From an optimization exercise on the open Yosys and OpenROAD flow, aimed at small area; shortcuts taken in it are not production practice. Only simulation tests tie the RTL to the original design; equivalence was not proved. The clock port is modelled as an ideal driver; clocking choices that lean on that would not hold on a real chip. Power and IR drop assume default switching activity.

==> flow/design.v (excerpt) <==
module regfile_mp #(
    parameter int DATA_W  = 32,
    parameter int ADDR_W  = 5,
    parameter int NRD     = 2,
    parameter int NWR     = 2,
    parameter int ZERO_R0 = 1,
    parameter int DBG_IDX = 3
) (
    input  logic                  clk,
    input  logic                  rst_n,
    input  logic                  stall,
    input  logic [NRD*ADDR_W-1:0] raddr,
    output logic [NRD*DATA_W-1:0] rdata,
    input  logic [NWR-1:0]        wen,
    input  logic [NWR*ADDR_W-1:0] waddr,
    input  logic [NWR*DATA_W-1:0] wdata,
    output logic [DATA_W-1:0]     dbg_val,
    output logic                  wr_conflict
);
    localparam int DEPTH = 32;
    localparam int DBG   = 3;
    logic [4:0]  wa0, wa1, ra0, ra1;
    logic [31:0] wd0, wd1;
    assign wa0 = waddr[4:0];
    assign wa1 = waddr[9:5];
    assign ra0 = raddr[4:0];
    assign ra1 = raddr[9:5];
    assign wd0 = wdata[31:0];
    assign wd1 = wdata[63:32];
    logic [DEPTH-1:0] s0, s1, hd, we;
    genvar g;
    generate
        for (g = 0; g < DEPTH; g++) begin : g_dec
            if (g == 0) begin : g_zero
                assign s0[g] = 1'b0;
                assign s1[g] = 1'b0;
            end else begin : g_nz
                assign s0[g] = wen[0] && (wa0 == 5'(g));
                assign s1[g] = wen[1] && (wa1 == 5'(g)) && !s0[g];
            end
            assign we[g] = s0[g] | s1[g];
            assign hd[g] = !we[g];
        end
    endgenerate
    logic conflict_d;
    assign conflict_d = wen[0] && wen[1] && (wa0 != 5'd0) && (wa0 == wa1);
    wire [31:0]      m   [DEPTH];
    wire [DEPTH-1:0] pol;
    wire [DEPTH-1:0] vld;
    generate
        for (g = 0; g < DEPTH; g++) begin : g_reg
            if (g == 0) begin : g_zero
                assign m[g]   = '0;
                assign pol[g] = 1'b0;
                assign vld[g] = 1'b0;
            end else if (g == DBG) begin : g_dbg
                logic [31:0] q;
                always_ff @(posedge clk or negedge rst_n) begin
  ...
==> flow/config.mk <==
export PLATFORM = sky130hd
export DESIGN_NAME = regfile_mp
export DESIGN_NICKNAME = regfile_mp
export VERILOG_FILES = /design/flow/design.v
export SDC_FILE = /design/flow/constraint.sdc
export NUM_CORES = 8
export LEC_CHECK = 0
export CAP_MARGIN = 20
export CELL_PAD_IN_SITES_DETAIL_PLACEMENT = 1
export CELL_PAD_IN_SITES_GLOBAL_PLACEMENT = 2
export CORE_MARGIN = 2
export CORE_UTILIZATION = 35
export GPL_TIMING_DRIVEN = 0
export PLACE_DENSITY = 0.6
export SLEW_MARGIN = 20
==> flow/constraint.sdc <==
create_clock -name core_clock -period 5.0 [get_ports {clk}]
set_input_delay 1.0000 -clock core_clock [delete_from_list [all_inputs] [get_ports {clk}]]
set_output_delay 1.0000 -clock core_clock [all_outputs]
set_load 0.01 [all_outputs]
standard.sh (not shown) runs the stock make flow with config.mk's settings and CLKGATE_MAP_FILE= SYNTH_SCRIPT=/design/flow/synth_recipe.tcl, a recipe that flattens the netlist after the stock synthesis.
==> flow/flow/run.sh <==
#!/bin/bash
# Layout flow: the standard synthesis, then the combinational logic is replaced by a
# hand-mapped netlist (flow/gen_netlist.py) that keeps the standard synthesis's flip-flops
# (same instance names and cell types) and has its own buffer on every port; then the standard flow's
# standard layout from that netlist, with a lighter clock tree (no dummy loads, smaller
# buffers; flow/clk_leaf_fix.tcl upsizes the leaf buffers with the slowest clock-pin slews;
# flow/small_bufs.tcl keeps repair_design to small buffers).
set -euo pipefail
R=orfs/results/sky130hd/regfile_mp/base
bash standard.sh synth > synth_standard.log 2>&1
cp $R/1_2_yosys.v std_1_2_yosys.v
python3 flow/gen_netlist.py gen_netlist.v std_1_2_yosys.v > gen_netlist.log 2>&1
cp gen_netlist.v $R/1_2_yosys.v
rm -f $R/1_synth.odb $R/1_synth.sdc
bash standard.sh finish DONT_BUFFER_PORTS=1 POST_CTS_TCL=$PWD/flow/clk_leaf_fix.tcl \
  PRE_RESIZE_TCL=$PWD/flow/small_bufs.tcl PRE_GLOBAL_ROUTE_TCL=$PWD/flow/small_bufs.tcl \
  "CTS_ARGS=-sink_clustering_enable -repair_clock_nets -dont_use_dummy_load -buf_list sky130_fd_sc_hd__clkbuf_8 -sink_clustering_size 16 -sink_clustering_max_diameter 80" \
  > layout_standard.log 2>&1
==> flow/flow/small_bufs.tcl <==
# PRE_RESIZE / PRE_GLOBAL_ROUTE hook: let repair_design buffer long nets with
# small buffers only (buf_1..buf_4), which are enough for every net here.
set_dont_use [get_lib_cells {*/sky130_fd_sc_hd__buf_6 */sky130_fd_sc_hd__buf_8 */sky130_fd_sc_hd__buf_12 */sky130_fd_sc_hd__buf_16 */sky130_fd_sc_hd__bufbuf_8 */sky130_fd_sc_hd__bufbuf_16}]
puts "small_bufs: large buffers set dont_use for repair"
Other scripts of this flow, unchanged in this note and not shown: flow/flow/clk_leaf_fix.tcl, flow/flow/gen_netlist.py
The first run completed, yet does not pass: setup timing.
Change:
--- a/flow/flow/run.sh
+++ b/flow/flow/run.sh
@@ -4,6 +4,5 @@
 # (same instance names and cell types) and has its own buffer on every port; then the standard flow's
 # standard layout from that netlist, with a lighter clock tree (no dummy loads, smaller
-# buffers; flow/clk_leaf_fix.tcl upsizes the leaf buffers with the slowest clock-pin slews;
-# flow/small_bufs.tcl keeps repair_design to small buffers).
+# buffers; flow/clk_leaf_fix.tcl upsizes the leaf buffers with the slowest clock-pin slews).
 set -euo pipefail
 R=orfs/results/sky130hd/regfile_mp/base
@@ -14,5 +13,4 @@
 rm -f $R/1_synth.odb $R/1_synth.sdc
 bash standard.sh finish DONT_BUFFER_PORTS=1 POST_CTS_TCL=$PWD/flow/clk_leaf_fix.tcl \
-  PRE_RESIZE_TCL=$PWD/flow/small_bufs.tcl PRE_GLOBAL_ROUTE_TCL=$PWD/flow/small_bufs.tcl \
   "CTS_ARGS=-sink_clustering_enable -repair_clock_nets -dont_use_dummy_load -buf_list sky130_fd_sc_hd__clkbuf_8 -sink_clustering_size 16 -sink_clustering_max_diameter 80" \
   > layout_standard.log 2>&1
Settings changed: CAP_MARGIN 20 to 15, SLEW_MARGIN 20 to 10.
removed: flow/flow/small_bufs.tcl
This time the run produced a clean layout.
Combinational power is about the same.
Critical path depth does not change.
Wire length stays flat.


regfile_mp, a different RTL version from the one above (not shown whole).
Size: ~3900 cells after synthesis, roughly 190 I/O pins, roughly 0.045 mm^2 of cells after synthesis.
## regfile_mp
module regfile_mp #(
    parameter int DATA_W  = 32,
    parameter int ADDR_W  = 5,
    parameter int NRD     = 2,
    parameter int NWR     = 2,
    parameter int ZERO_R0 = 1,
    parameter int DBG_IDX = 3
) (
    input  logic                  clk,
    input  logic                  rst_n,
    input  logic                  stall,
    input  logic [NRD*ADDR_W-1:0] raddr,
    output logic [NRD*DATA_W-1:0] rdata,
    input  logic [NWR-1:0]        wen,
    input  logic [NWR*ADDR_W-1:0] waddr,
    input  logic [NWR*DATA_W-1:0] wdata,
    output logic [DATA_W-1:0]     dbg_val,
    output logic                  wr_conflict
);
Settings: LEC_CHECK=0, CAP_MARGIN=20, CELL_PAD_IN_SITES_DETAIL_PLACEMENT=1, CELL_PAD_IN_SITES_GLOBAL_PLACEMENT=2, CORE_MARGIN=2, CORE_UTILIZATION=35, GPL_TIMING_DRIVEN=0, PLACE_DENSITY=0.6, SLEW_MARGIN=20; clock period 5.0 ns.
==> flow/flow/run.sh <==
#!/bin/bash
# Layout flow: the standard synthesis, then the combinational logic is replaced by a
# hand-mapped netlist (flow/gen_netlist.py) that keeps the standard synthesis's flip-flops
# (same instance names and cell types) and has its own buffer on every port; then the standard flow's
# standard layout from that netlist, with a lighter clock tree (no dummy loads, smaller
# buffers; flow/clk_leaf_fix.tcl upsizes the leaf buffers with the slowest clock-pin slews).
set -euo pipefail
R=orfs/results/sky130hd/regfile_mp/base
bash standard.sh synth > synth_standard.log 2>&1
cp $R/1_2_yosys.v std_1_2_yosys.v
python3 flow/gen_netlist.py gen_netlist.v std_1_2_yosys.v > gen_netlist.log 2>&1
cp gen_netlist.v $R/1_2_yosys.v
rm -f $R/1_synth.odb $R/1_synth.sdc
bash standard.sh finish DONT_BUFFER_PORTS=1 POST_CTS_TCL=$PWD/flow/clk_leaf_fix.tcl \
  "CTS_ARGS=-sink_clustering_enable -repair_clock_nets -dont_use_dummy_load -buf_list sky130_fd_sc_hd__clkbuf_8 -sink_clustering_size 16 -sink_clustering_max_diameter 80" \
  > layout_standard.log 2>&1
Other scripts of this flow, unchanged in this note and not shown: flow/flow/clk_leaf_fix.tcl, flow/flow/gen_netlist.py
Change:
--- a/flow/flow/run.sh
+++ b/flow/flow/run.sh
@@ -6 +6,2 @@
-# buffers; flow/clk_leaf_fix.tcl upsizes the leaf buffers with the slowest clock-pin slews).
+# buffers; flow/clk_leaf_fix.tcl upsizes the leaf buffers with the slowest clock-pin slews;
+# flow/small_bufs.tcl keeps repair_design to small buffers).
@@ -14,0 +16 @@
+  PRE_RESIZE_TCL=$PWD/flow/small_bufs.tcl PRE_GLOBAL_ROUTE_TCL=$PWD/flow/small_bufs.tcl \
==> flow/flow/small_bufs.tcl (new file) <==
# PRE_RESIZE / PRE_GLOBAL_ROUTE hook: let repair_design buffer long nets with
# small buffers only (buf_1..buf_4), which are enough for every net here.
set_dont_use [get_lib_cells {*/sky130_fd_sc_hd__buf_6 */sky130_fd_sc_hd__buf_8 */sky130_fd_sc_hd__buf_12 */sky130_fd_sc_hd__buf_16 */sky130_fd_sc_hd__bufbuf_8 */sky130_fd_sc_hd__bufbuf_16}]
puts "small_bufs: large buffers set dont_use for repair"
- CORE_UTILIZATION: 35 -> 40
- PLACE_DENSITY: 0.6 -> 0.65
After rerunning: Worst setup slack hardly moves. Die area goes down by roughly a tenth. Final area went down slightly. Total power barely changes. First-iteration DRC count rose by a few percent. Wire length went down by a few percent. Final cell count falls by a few percent. Core utilization goes up by 4.9 points. Worst hold slack improved by 0.028 ns. Synthesized cell count does not change. Non-clock buffer count does not change.

afterwards: timing with drivers on the ports:
The results above use ideal ports. As a check the final layouts listed here were re-extracted and re-timed, cells and wires unchanged. Step 1 assumes that a clkbuf_16 drives the clock port and a buf_2 every other input. Step 2, shift: input delay + t, output delay - t, t = (earliest + latest rising clock arrival at the registers) / 2. This alone moves slack from input paths to output paths. a / b / c = ideal / step 1 / step 2; a / b = the first two.
| run | shift t [ns] | setup WS [ns] | latest minus earliest clock arrival (ns) | worst slew at a driven data input, ns |
|---|---|---|---|---|
| the first run of note 1 | 0.878 | -0.045 / 0.004 / -0.874 | 0.067 / 0.068 | 0.11 |
| the second run of note 1 | 0.918 | 0.252 / 0.307 / -0.611 | 0.073 / 0.074 | 0.10 |
| the first run of note 2 | 0.912 | 0.899 / 0.960 / 0.047 | 0.083 / 0.083 | 0.11 |
| the second run of note 2 | 0.871 | 0.900 / 0.952 / 0.081 | 0.070 / 0.070 | 0.06 |
Met with ideal ports but missed after step 2: setup timing in the second run of note 1. The setup slack of the second run of note 1, which loses most, moves by +0.055 ns with the drivers and by -0.863 ns with both steps.
